This design comes from an exercise in tuning for small area and a short achievable clock period on the open sky130 flow, not from production work.
The RTL was checked by simulation tests, not by an equivalence proof against the original design.
Power is estimated from default activity; no workload was simulated.

## design.v

```verilog
package sort_pkg;
	localparam int word_w     = 40;    
	localparam int key_w      = 20;    
	localparam int depth      = 5;     
	localparam int count_w    = 3;     
	localparam int idle_limit = 16;    
	localparam int idle_w     = 5;     
	typedef struct packed {
		logic [3:0]       src;     
		logic [13:0]      spare;
		logic [key_w-1:0] key;
		logic [1:0]       tag;
	} sort_fields_t;
	typedef union packed {
		logic [word_w-1:0] raw;
		sort_fields_t      f;
	} sort_word_t;
endpackage
`timescale 1ns/1ps
module sort_rank_store #(
	parameter int ns = 5,
	parameter int np = 10
) (
	input  sort_pkg::sort_word_t                        data_in,
	input  logic                                        valid_in,
	input  logic                                        ready,
	input  logic                                        full,
	input  logic [ns-1:0]                               head,
	input  logic [ns-1:0]                               fsel,
	input  logic [sort_pkg::word_w-1:0]                 head_rec,
	output logic [sort_pkg::word_w-1:0]                 dout_d,
	output logic [ns-1:0]                               slot_we,
	output logic [np-1:0]                               prec_we,
	output logic [ns-1:0]                               wsel
);
	localparam int kw = sort_pkg::key_w;
	logic          in_first;   
	logic          wr;         
	always_comb begin
		logic [kw-1:0] g, t;
		g = ~data_in.f.key & head_rec[kw+1:2];
		t = ~data_in.f.key | head_rec[kw+1:2];
		for (int s = 1; s < kw; s = s * 2) begin
			for (int k = 0; k + s < kw; k = k + 2 * s) begin
				g[k] = g[k+s] | (t[k+s] & g[k]);
				t[k] = t[k+s] & t[k];
			end
		end
		in_first = g[0];
	end
	assign wsel    = full ? head : fsel;
	assign wr      = ready && valid_in && !(full && in_first);
	assign slot_we = wsel & {ns{wr}};
	assign dout_d  = (valid_in && in_first) ? data_in.raw : head_rec;
	always_comb begin
		for (int i = 0; i < ns; i++) begin
			for (int j = i + 1; j < ns; j++) begin
				prec_we[i*ns - i*(i+1)/2 + j-i-1] = wr && (wsel[i] || wsel[j]);
			end
		end
	end
endmodule
`timescale 1ns/1ps
module sort_buffer (
	input  logic                 clk,
	input  logic                 rst_n,
	input  sort_pkg::sort_word_t data_in,
	input  logic                 valid_in,
	input  logic                 ready,
	output sort_pkg::sort_word_t data_out,
	output logic                 valid_out,
	output logic                 full
);
	localparam int ns = sort_pkg::depth;
	localparam int w  = sort_pkg::word_w;
	localparam int kw = sort_pkg::key_w;
	localparam int np = ns * (ns - 1) / 2;
	logic [ns-1:0][w-1:0]  slot;       
	logic [ns-1:0]         occ;        
	logic [np-1:0]         prec;       
	logic [sort_pkg::idle_w-1:0] idle_cnt;
	logic                  at_limit;
	logic                  drain;
	logic [ns-1:0]         head;       
	logic [ns-1:0]         fsel;       
	logic [w-1:0]          head_rec;
	logic [ns-1:0]         lt;         
	logic [ns-1:0]         wsel;       
	logic [w-1:0]          dout_d;
	logic [ns-1:0]         slot_we;
	logic [np-1:0]         prec_we;
	logic [np-1:0]         prec_d;
	always_comb begin
		for (int i = 0; i < ns; i++) begin
			head[i] = occ[i];
			for (int j = i + 1; j < ns; j++) begin
				if (occ[j] && !prec[i*ns - i*(i+1)/2 + j-i-1]) head[i] = 1'b0;
			end
		end
		for (int i = 0; i < ns; i++) begin
			for (int j = i + 1; j < ns; j++) begin
				if (occ[i] && prec[i*ns - i*(i+1)/2 + j-i-1]) head[j] = 1'b0;
			end
		end
	end
	always_comb begin
		logic taken;
		taken = 1'b0;
		for (int i = 0; i < ns; i++) begin
			fsel[i] = !occ[i] && !taken;
			if (!occ[i]) taken = 1'b1;
		end
	end
	always_comb begin
		head_rec = '0;
		for (int i = 0; i < ns; i++) begin
			if (head[i]) head_rec = head_rec | slot[i];
		end
	end
	always_comb begin
		logic [kw-1:0] g, t, kin, ks;
		kin = data_in.f.key;
		for (int i = 0; i < ns; i++) begin
			ks = slot[i][kw+1:2];
			g  = ~kin & ks;
			t  = ~kin | ks;
			for (int s = 1; s < kw; s = s * 2) begin
				for (int k = 0; k + s < kw; k = k + 2 * s) begin
					g[k] = g[k+s] | (t[k+s] & g[k]);
					t[k] = t[k+s] & t[k];
				end
			end
			lt[i] = g[0];
		end
	end
	always_comb begin
		for (int i = 0; i < ns; i++) begin
			for (int j = i + 1; j < ns; j++) begin
				prec_d[i*ns - i*(i+1)/2 + j-i-1] = wsel[i] ? lt[j] : !lt[i];
			end
		end
	end
	assign at_limit = (int'(idle_cnt) == sort_pkg::idle_limit);
	assign drain    = !valid_in && at_limit && occ != '0;
	sort_rank_store #(.ns(ns), .np(np)) sort_rank_store_inst (
		.data_in  (data_in),
		.valid_in (valid_in),
		.ready    (ready),
		.full     (full),
		.head     (head),
		.fsel     (fsel),
		.head_rec (head_rec),
		.dout_d   (dout_d),
		.slot_we  (slot_we),
		.prec_we  (prec_we),
		.wsel     (wsel)
	);
	always_ff @(posedge clk or negedge rst_n) begin
		if (!rst_n) begin
			occ       <= '0;
			full      <= 1'b0;
			valid_out <= 1'b0;
			idle_cnt  <= '0;
		end else if (ready) begin
			if (valid_in) begin
				idle_cnt <= '0;
			end else if (!at_limit) begin
				idle_cnt <= idle_cnt + 1'b1;
			end
			if (valid_in && !full) begin
				occ       <= occ | fsel;
				full      <= &(occ | fsel);
				valid_out <= 1'b0;
			end else if (valid_in) begin
				valid_out <= 1'b1;
			end else if (drain) begin
				valid_out <= 1'b1;
				occ       <= occ & ~head;
				full      <= 1'b0;
			end else begin
				valid_out <= 1'b0;
			end
		end
	end
	always_ff @(posedge clk) begin
		if (ready) data_out <= dout_d;
	end
	always_ff @(posedge clk) begin
		for (int i = 0; i < ns; i++) begin
			if (slot_we[i]) slot[i] <= data_in;
		end
	end
	always_ff @(posedge clk) begin
		for (int p = 0; p < np; p++) begin
			if (prec_we[p]) prec[p] <= prec_d[p];
		end
	end
endmodule
```

## flow/synth.tcl

```tcl
# The standard synthesis script (synth_recipe.tcl), with one change: the
# combinational mapping runs abc with the script in flow/abc.script instead
# of ORFS's abc_speed.script. Registers are mapped before abc, as in the
# standard synthesis, so they keep their cells and names.
proc synth {args} { yosys synth -nofsm -noshare {*}$args }
proc abc {args} {
  set i [lsearch $args -script]
  if {$i >= 0} { lset args [expr {$i + 1}] $::env(FLOW_ABC_SCRIPT) }
  yosys abc {*}$args
}
source $::env(SCRIPTS_DIR)/synth.tcl
# left out here: clear keep_hierarchy, flatten, clean up, hide names made inside functions, write 1_2_yosys.v
```

## standard.sh

```bash
#!/bin/bash
# synth_recipe.tcl (not shown) runs the flow's synth.tcl, then flattens the netlist and writes it again
# the make line also repeats each setting of config.mk as NAME=value (left out here)
make -C /OpenROAD-flow-scripts/flow DESIGN_CONFIG=/design/flow/config.mk WORK_HOME=/design/flow/orfs CLKGATE_MAP_FILE= SYNTH_SCRIPT=/design/flow/synth_recipe.tcl "${@:-finish}"
```

## constraint.sdc

```tcl
create_clock -name core_clock -period 12.0 [get_ports {clk}]
set_input_delay 2.4000 -clock core_clock [delete_from_list [all_inputs] [get_ports {clk}]]
set_output_delay 2.4000 -clock core_clock [all_outputs]
set_load 0.01 [all_outputs]
```

## flow/run.sh

```bash
#!/bin/bash
# The standard layout (standard.sh) with these changes:
#  - synthesis is the standard flow's script, with abc run from flow/abc.script (here a
#    copy of ORFS's abc_speed.script) through flow/synth.tcl;
#  - the port buffers are buf_2 cells (buffer_ports otherwise picks a slow
#    clock delay cell);
#  - the timing repair aims for a larger setup margin, and its total
#    negative slack pass covers the worst 10% of endpoints;
#  - clock tree synthesis clusters up to 30 sinks per clkbuf_16 and adds no
#    dummy loads.
set -euo pipefail
here=$(pwd)
export FLOW_ABC_SCRIPT=$here/flow/abc.script
bash standard.sh \
	SYNTH_SCRIPT=$here/flow/synth.tcl \
	"BUFFER_PORTS_ARGS=-buffer_cell sky130_fd_sc_hd__buf_2" \
	SETUP_SLACK_MARGIN=8 \
	TNS_END_PERCENT=10 \
	"CTS_ARGS=-sink_clustering_enable -repair_clock_nets -sink_clustering_size 30 -sink_clustering_max_diameter 100 -buf_list sky130_fd_sc_hd__clkbuf_16 -dont_use_dummy_load" \
	finish > standard_flow.log 2>&1
```

## config.mk

```make
export PLATFORM = sky130hd
export DESIGN_NAME = sort_buffer
export DESIGN_NICKNAME = sort_buffer
export VERILOG_FILES = /design/flow/design.v
export SDC_FILE = /design/flow/constraint.sdc
export NUM_CORES = 8
export LEC_CHECK = 0
export CAP_MARGIN = 20
export CORE_MARGIN = 2
export CORE_UTILIZATION = 60
export SETUP_SLACK_MARGIN = 0.6
export SLEW_MARGIN = 20
export SYNTH_HIERARCHICAL = 1
```

## flow/abc.script

```
&get -n
&st
&dch
&nf
&st
&syn2
&if -g -K 6
&synch2
&nf
&st
&syn2
&if -g -K 6
&synch2
&nf
&st
&syn2
&if -g -K 6
&synch2
&nf
&st
&syn2
&if -g -K 6
&synch2
&nf
&st
&syn2
&if -g -K 6
&synch2
&nf
&put
buffer -c
topo
stime -c
upsize -c
dnsize -c
```

==> results by group, run 1 <==
Worst setup path
  – Maximum fanout along the worst path: 22
  – R2r startpoint: occ[3]
  – CP arrival: around 4200 ps
  – Crit Reg-Reg Endpoint: slot[104]
  – CP max-delay cell: a211oi_4
  – Most used cell, CP: buf_6
  – Crit start category: input port
  – CP max stage delay: roughly 270 ps
  – Crit Path Class: in2reg
  – Critical path, cell by cell: buf_6 > inv_1 > o22ai_1 > a221oi_2 > a21oi_4 > o41ai_4 > buf_6 > a211oi_4 > buf_6 > buf_6 > clkbuf_16
  – Critical Path End Type: flip-flop
  – Critical Path RT: about 12000 ps
  – R2R setup slack: between 8000 and 9000 ps
  – Worst Reg2Reg Path Length in Cells: 15

Power and ir drop
  – Sw frac: a little over a third
  – Sequential Power Share: between 40% and 50%
  – PwrDens: roughly 210 nW/µm²
  – Clk pwr share: between 10 and 15%
  – Leakage: about 5.2 nW
  – VDD IR-drop max: between 0.1 and 0.15 mV
  – Internal: between 1.5 and 2 mW
  – Total power: around 3 mW
  – Comb power frac: around two fifths
  – Switching power of the nets: around 1.0 mW

Clocking
  – Clock Sinks: around 260
  – Root Buffer: clkbuf_16
  – Clock latency (worst-skew pair): 480 ps
  – CTS buffer count: 12
  – Hold buffer count at cts: 0
  – TritonCTS clock tree: yes
  – CTS max path bufs: 3
  – H-tree lvl count: 1
  – Clock Pin Slew Worst Setup and Hold Paths: ~110 ps

Routing
  – Met1 WL: about 13000 µm
  – Met2 WL post-DR: ~15000 µm
  – Routed Antenna Nets: 0
  – Drt via density: approximately 6.7
  – Routed wire per std cell: approximately 25 µm
  – Via count: 8609
  – Metal3 WL: around 3000 µm
  – Detailed Route WL: ~32000 µm
  – Highest metal used: met4
  – Initial detailed-routing violation count: ~1300
  – Pre-antenna DRT Iters: 6
  – Drt drc: 0

STA
  – Max-slew violation count: 0
  – Min Tclk post-route: 4010 ps
  – Final period util: 33.4%
  – Worst hold slack: 583 ps
  – Final hold violation count: 0
  – Fmax: approximately 250 MHz
  – Worst Clk Skew: roughly 14 ps
  – RSZ-0062 raised after global routing: true
  – Relative slew slack: ~58%
  – Total Neg Setup Slack: 0 ps
  – Final setup fails: 0
  – Measured slew at the worst slew-check pin: between 600 and 700 ps
  – Worst Setup Slack, final: roughly 8000 ps

Yosys
  – Synth Area in XOR/XNOR: 0%
  – Mux share of post-synthesis cell area: ~5.6%
  – Post-synthesis cell count: between 900 and 1000
  – Syn_nets: 956
  – Area fraction in compound gates after synthesis: about 18%
  – Asr flop ratio synth: under 10%
  – Post-synthesis adder-cell area fraction: roughly 1.5%
  – Post-synth EDFFs: 250
  – Post-synthesis sequential area ratio: around 64%
  – Synth Register Bits: between 200 and 300
  – Avg Cell Area, Syn: 13.4 µm²
  – Synthesized area: 12200 µm²
  – Main combinational cell family by area after synthesis: compound AO/OA/AOI/OAI gates
  – Yosys Warn Count: 8
  – Top_reg_cell synth: edfxtp_1
  – Library cells used by synthesis: 71
  – Simple-Gate Fraction of Synth Area: 6.02%

Place
  – Setup WS pre-CTS: about 6200 ps
  – Cells after DPL: ~1200
  – I/O Buffers: 85
  – Hpwl dp: 19000 µm
  – Cell area after placement: 13000 µm²
  – Placer congestion estimate: approximately 0.9

Global route
  – Number of global-route vias before repair: 8534
  – First-pass GRT wire length: approximately 48000 µm
  – Initial antenna violation count: 0
  – GRT overflow: 0
  – Largest net degree at the start of global routing: between 50 and 60
  – GRT Total Usage: between 20% and 30%

Die
  – Die Area: 21500 µm²
  – FP Rows: between 50 and 60
  – Die width: ~150 µm
  – Core ar.: between 20000 and 25000 µm²
  – Starting Density: 60.8%
  – I/O pin count: 86
  – Height of the die: 147 µm

Min path
  – HP Start: idle_cnt[0]
  – Worst Hold Path Cells: 1
  – Hold endpoint: idle_cnt[0]
  – HP Class: reg2reg

Status
  – Status: complete, no violations

Layout
  – Util after Layout: 70.3%
  – FF+latch area: just under 8000 µm²
  – Layout area overhead: 15.7%
  – Non-Filler Instances: 1289
  – # diodes: 0
  – Area of the multi-input gates: between 4000 and 5000 µm²
  – Design area: ~14000 µm²
  – Layout cell share with drive strength beyond 1: 24.5%
  – Fill count: roughly 1400
  – Layout Nets: between 1000 and 1500
  – Commonest cells after routing, fill and taps aside: 250 x edfxtp_1, 83 x inv_1, 65 x buf_2, 64 x nand2_1
  – Most common cell after layout, fill and taps aside: edfxtp_1

Flow run
  – Maxcap violations: 0
## kinds of logic (layout without fill, tap and decap cells)
kind of cell             count (synthesis)  in the layout
adder cells (fa/ha/maj)                 17             17
AO/OA/AOI/OAI                          300            300
buffers and inverters                  130            239
multiplexers                            48             48
flip-flops                             262            262
AND/OR/NAND/NOR                        153            153
## flip-flops by register name, summed over array words and instances (netlist names)
name	flops
occ	5
slot	200
full	1
prec	10
idle_cnt	5
valid_out	1
data_out	40
## synth_stat cells, types with 3 or more instances
library cell  count  area, µm²
a211oi_1          9       67.6
a21o_1            5       37.5
a21oi_1          54        270
a221o_1           5       50.1
a221oi_1          7       61.3
a222oi_1         48        480
a22o_1            8       70.1
a22oi_1          54        405
a31oi_1           4       25.0
and2_1            3       18.8
and3_1            5       31.3
buf_12            4       80.1
buf_2             4       20.0
clkbuf_1         26       97.6
clkinv_1          3       11.3
dfrtp_1          12        300
edfxtp_1        250       7510
inv_1            89        334
maj3_1           12        120
maj3_2            3       33.8
mux2_4           40        601
mux2i_1           7       70.1
nand2_1          65        244
nand2b_1         16        100
nand3_1           5       25.0
nor2_1           24       90.1
nor2b_1          12       75.1
nor3_1            9       45.0
o211ai_1          6       45.0
o21ai_0          36        180
o21bai_1          3       22.5
o221ai_1         11       96.3
o22ai_1          26        163
or2_2             3       18.8
## critical path, delay by kind of cell
| family | cells | cell delay, ps |
|---|---|---|
| compound gates | 5 | 940 |
| buf+inv | 6 | 850 |
## timing repair
item,in CTS,in global routing
setup endpoints to repair,249,249
pin swaps,10,17
cloned,3,5
resized for setup,45,68
setup buffers,14,14
## power groups by stage
stage	sequential (mW)	combinational [mW]	clock [mW]
after CTS	1.30	1.16	0.447
after global routing	1.31	1.33	0.472
after detailed placement	1.32	1.08	0
after floorplan	1.32	0.765	0
final	1.30	1.25	0.438
after global placement	1.31	1.06	0
## worst max path at each step
stage,from,slack [ps],cells after the start,to
finish,data_in[9],7990,11,slot[104]
global route,occ[3],7960,15,slot[104]
CTS,data_in[13],7900,8,prec[9]
detailed placement,data_in[7],6210,9,slot[111]
global placement,data_in[9],6360,8,slot[111]
floorplan,data_in[10],7180,6,slot[0]
## metal layers
layer	up-vias	track usage, %
li1	3812	-
met5	-	0
met2	499	46.6
met1	4220	40.1
met4	0	9.66
met3	78	4.84
## cell type report
class	count	share of cell area (%)
tap	270	2.39
clock buffer	12	2.12
timing repair buffer	134	8.87
multi-input combinational	518	28.8
inverter	93	2.57
sequential	262	55.2
==> run 2, diff against run 1 <==
--- a/flow/run.sh
+++ b/flow/run.sh
@@ -8,2 +8,3 @@
 #    negative slack pass covers the worst 10% of endpoints;
+#  - abc sizes its cells for a 2 fF load (ABC_LOAD_IN_FF) instead of 5;
 #  - clock tree synthesis clusters up to 30 sinks per clkbuf_16 and adds no
@@ -18,2 +19,3 @@
 	TNS_END_PERCENT=10 \
+	ABC_LOAD_IN_FF=2 \
 	"CTS_ARGS=-sink_clustering_enable -repair_clock_nets -sink_clustering_size 30 -sink_clustering_max_diameter 100 -buf_list sky130_fd_sc_hd__clkbuf_16 -dont_use_dummy_load" \
==> results by group, run 2 <==
Status
  – Status: complete, no violations

Global route
  – Initial antenna violation count: 0 (unchanged)
  – Number of global-route vias before repair: 8176 (-4.2%)
  – First-pass GRT wire length: 46200 µm (-3.1%)
  – GRT overflow: 0 (unchanged)
  – GRT Total Usage: 27.8% (-1.0 points)
  – Largest net degree at the start of global routing: 51 (unchanged)

Min path
  – HP Class: reg2reg
  – Worst Hold Path Cells: 2 (+1)

Yosys
  – Top_reg_cell synth: edfxtp_1
  – Synthesized area: 12100 µm² (-1.2%)
  – Mux share of post-synthesis cell area: 4.41% (-1.2 points)
  – Synth Area in XOR/XNOR: 0% (unchanged)
  – Top-area cell type share of the netlist area: 62.2% (+0.77 points)
  – Avg Cell Area, Syn: 13.3 µm² (-1.2%)
  – Synth Register Bits: 262 (unchanged)
  – Syn_nets: 956 (unchanged)
  – Area fraction in compound gates after synthesis: 18.6% (+0.30 points)
  – Simple-Gate Fraction of Synth Area: 6.05% (+0.024 points)
  – Post-synth EDFFs: 250 (unchanged)
  – Area contributors post-synth: edfxtp_1 62%, a222oi_1 4.0%, mux2_1 3.7%, a22oi_1 3.4%, inv_1 2.7%
  – Main combinational cell family by area after synthesis: compound AO/OA/AOI/OAI gates
  – Post-synthesis cell count: 910 (unchanged)
  – Post-synthesis adder-cell area fraction: 1.48% (+0.018 points)
  – Library cells used by synthesis: 68 (-4.2%)
  – Asr flop ratio synth: 4.58% (unchanged)
  – Post-synth top cells: 250 x edfxtp_1, 87 x inv_1, 66 x nand2_1
  – Top-count cell post-synth: edfxtp_1
  – Yosys Warn Count: 8 (unchanged)
  – Post-synthesis sequential area ratio: 64.7% (+0.80 points)
  – Synth area leader: edfxtp_1

Worst setup path
  – Crit-path leading delay family: compound AO/OA/AOI/OAI gates
  – CP max-delay cell: a211oi_4
  – Crit start category: input port
  – Crit Path Class: in2reg
  – Buf+Inv Stages, Crit Path: 5 (-1)
  – Critical Path RT: 12220 ps (about the same)
  – Critical Path End Type: flip-flop
  – CP max stage delay: 280 ps (about the same)
  – Worst Reg2Reg Path Length in Cells: 13 (-2)
  – Most used cell, CP: buf_6
  – CP arrival: 4240 ps (+20 ps)
  – Levels on crit path: 10 (-1)
  – Maximum fanout along the worst path: 17 (-23%)
  – Critical path, cell by cell: buf_8 > inv_1 > a22oi_2 > o211ai_1 > a21oi_4 > o41ai_4 > buf_6 > a211oi_4 > buf_6 > bufbuf_16

Power and ir drop
  – VDD IR-drop max: 0.131 mV (-4.7%)
  – Leakage: 5.01 nW (-3.8%)
  – PwrDens: 206 nW/µm² (-2.6%)

STA
  – Worst Clk Skew: 58.1 ps (+44.4 ps)
  – RSZ-0062 raised after global routing: true
  – Max-slew violation count: 0 (unchanged)
  – Fmax: 249 MHz (-0.20%)
  – Final setup fails: 0 (unchanged)
  – Final period util: 33.5% (+0.067 points)
  – Final hold violation count: 0 (unchanged)
  – Min Tclk post-route: 4020 ps (+8.07 ps)
  – Worst hold slack: 560 ps (-23.3 ps)
  – Total Neg Setup Slack: 0 ps (unchanged)
  – Worst Setup Slack, final: 7980 ps (-8.07 ps)
  – Measured slew at the worst slew-check pin: 609 ps (-17.2 ps)
  – Relative slew slack: 59.4% (+1.1 points)

Clocking
  – Clock Pin Slew Worst Setup and Hold Paths: 100 ps (about the same)
  – CTS buffer count: 12 (unchanged)
  – TritonCTS clock tree: yes
  – CTS max path bufs: 3 (unchanged)
  – Root Buffer: clkbuf_16
  – Clock latency (worst-skew pair): 500 ps (+20 ps)
  – H-tree lvl count: 1 (unchanged)
  – Clock Sinks: 262 (unchanged)

Die
  – I/O pin count: 86 (unchanged)
  – Core ar.: 19600 µm² (-2.6%)
  – Die Area: 21300 µm² (-1.2%)
  – Height of the die: 146 µm (-0.61%)
  – FP Rows: 51 (-1.9%)
  – Starting Density: 61.6% (+0.82 points)
  – Die width: 146 µm (-0.61%)

Routing
  – Pre-antenna DRT Iters: 8 (+2)
  – Routed Antenna Nets: 0 (unchanged)
  – Initial detailed-routing violation count: 939 (-26%)
  – Detailed Route WL: 30100 µm (-5.6%)
  – Drt via density: 6.67 (about the same)
  – Via count: 8462 (-1.7%)
  – Routed wire per std cell: 23.7 µm (-4.0%)
  – Drt drc: 0 (unchanged)

Flow run
  – Maxcap violations: 0 (unchanged)

Layout
  – Layout area overhead: 12.8%
  – Largest regs: slot (200), data_out (40), prec (10)
  – Most flop-heavy register: slot
  – Commonest cells after routing, fill and taps aside: 250 x edfxtp_1, 85 x inv_1, 69 x buf_2, 66 x nand2_1, 53 x a21oi_1
  – Fill count: 1417 (+4.5%)
  – Most common cell after layout, fill and taps aside: edfxtp_1
  – Max reg flops: 200 (unchanged)
  – Layout Nets: 1051 (-1.5%)
  – Layout cell share with drive strength beyond 1: 17.8% (-6.7 points)
  – # diodes: 0 (unchanged)
  – Non-Filler Instances: 1268 (-1.6%)

Place
  – Setup WS pre-CTS: 6300 ps (+85.7 ps)
  – Hpwl dp: 18500 µm (-2.5%)
  – Placer congestion estimate: 0.930 (+0.97%)
  – Cells after DPL: 1236 (-0.40%)
  – I/O Buffers: 85 (unchanged)
[run 2: cell types whose count changed after synthesis, sizes merged]
cell    delta
clkbuf     +1
nand2b     +1
or2b       -1
inv        +3
clkinv     -3
buf        -1
[run 2: layout make-up]
class | count | area (µm²) | share of cell area [%]
flip-flops and latches | 262 | 7810 | 57.4
multi-input cells | 518 | 3910 | 28.8
repair buffers | 118 | 902 | 6.63
inverters | 93 | 352 | 2.58
well taps | 265 | 332 | 2.44
clock buffers | 12 | 300 | 2.21
[run 2: per-stage QoR]
step                util (%)  total power [mW]  instance area [µm²]
finish                  69.5              2.80                13600
global placement        65.5              2.26                12800
detailed placement      65.5              2.28                12800
global route            69.5              2.93                13600
floorplan                  -              1.98                12200
CTS                     68.6              2.76                13400
[run 2: worst paths after layout]
path | end | start | slack (ps)
max | slot[188] | data_in[7] | 7980
min in group asynchronous | occ[4] | rst_n | 1800
min reg2reg | idle_cnt[4] | idle_cnt[4] | 560
max in group asynchronous | idle_cnt[3] | rst_n | 9970
min | idle_cnt[4] | idle_cnt[4] | 560
max reg2reg | data_out[8] | occ[2] | 8160
[run 2: per-layer routing]
layer | track usage (%) | share of wire [%] | routed length, µm | up-vias
li1 | - | - | - | 3779
met2 | 44.7 | 47 | 14200 | 471
met1 | 40.9 | 43 | 12800 | 4162
met4 | 6.91 | 2.1 | 618 | 0
met5 | 0 | 0 | 0 | -
met3 | 3.35 | 8.1 | 2430 | 50
[run 2: timing repair]
item | CTS | global route
hold buffers | 0 | 0
gates cloned | 2 | 1
pin swaps | 7 | 10
setup buffers | 11 | 6
gates resized for setup | 41 | 25
endpoints found under the setup margin | 245 | 242
[run 2: power breakdown]
group / internal (mW) / total [mW] / leakage [nW] / switching (mW)
combinational: 0.414 / 1.07 / 2.41 / 0.659
sequential: 1.21 / 1.29 / 2.45 / 0.0836
clock: 0.181 / 0.435 / 0.148 / 0.253
[run 2: worst register-to-register path, cell delays in order (launching register included)]
cell and delay (ps):
dfrtp_1 470, inv_1 180, o22ai_1 150, a211oi_4 210, buf_4 530, a222oi_1 190
nand2_1 130, inv_1 70, a221o_1 380, o211ai_1 320, a21oi_4 80, o22ai_4 240
buf_6 270, mux2_1 400
[run 2: kinds of logic (layout without fill, tap and decap cells)]
| family | after synthesis | after routing |
|---|---|---|
| flip-flops | 262 | 262 |
| AND/OR/NAND/NOR | 153 | 153 |
| adder cells (fa/ha/maj) | 17 | 17 |
| buffers and inverters | 130 | 223 |
| AO/OA/AOI/OAI | 300 | 300 |
| multiplexers | 48 | 48 |

## afterwards: timing with drivers on the ports
Ports are ideal in the flow. The routed layouts listed here were re-timed in OpenROAD.
Step 1 sets driving cells, clkbuf_16 on the clock port and buf_2 on the other inputs (assumed; they add their load-dependent delay and slew).
Step 2 times the ports against the registers' clock, not the clock port: input delays grow and output delays shrink by t, the midpoint of the rising clock arrivals with the driver on.
a / b / c = ideal / step 1 / step 2; a / b = the first two.
| run | t, ns | setup WS [ns] | worst register clock-pin slew, ns | worst slew at a driven data input, ns |
|---|---|---|---|---|
| run 1 | 0.526 | 7.989 / 7.929 / 7.403 | 0.11 / 0.11 | 0.13 |
| run 2 | 0.523 | 7.981 / 7.960 / 7.437 | 0.11 / 0.11 | 0.07 |
After both steps every run listed still meets setup and hold. The setup slack of run 1, which loses most, moves by -0.060 ns with the drivers and by -0.586 ns with both steps.
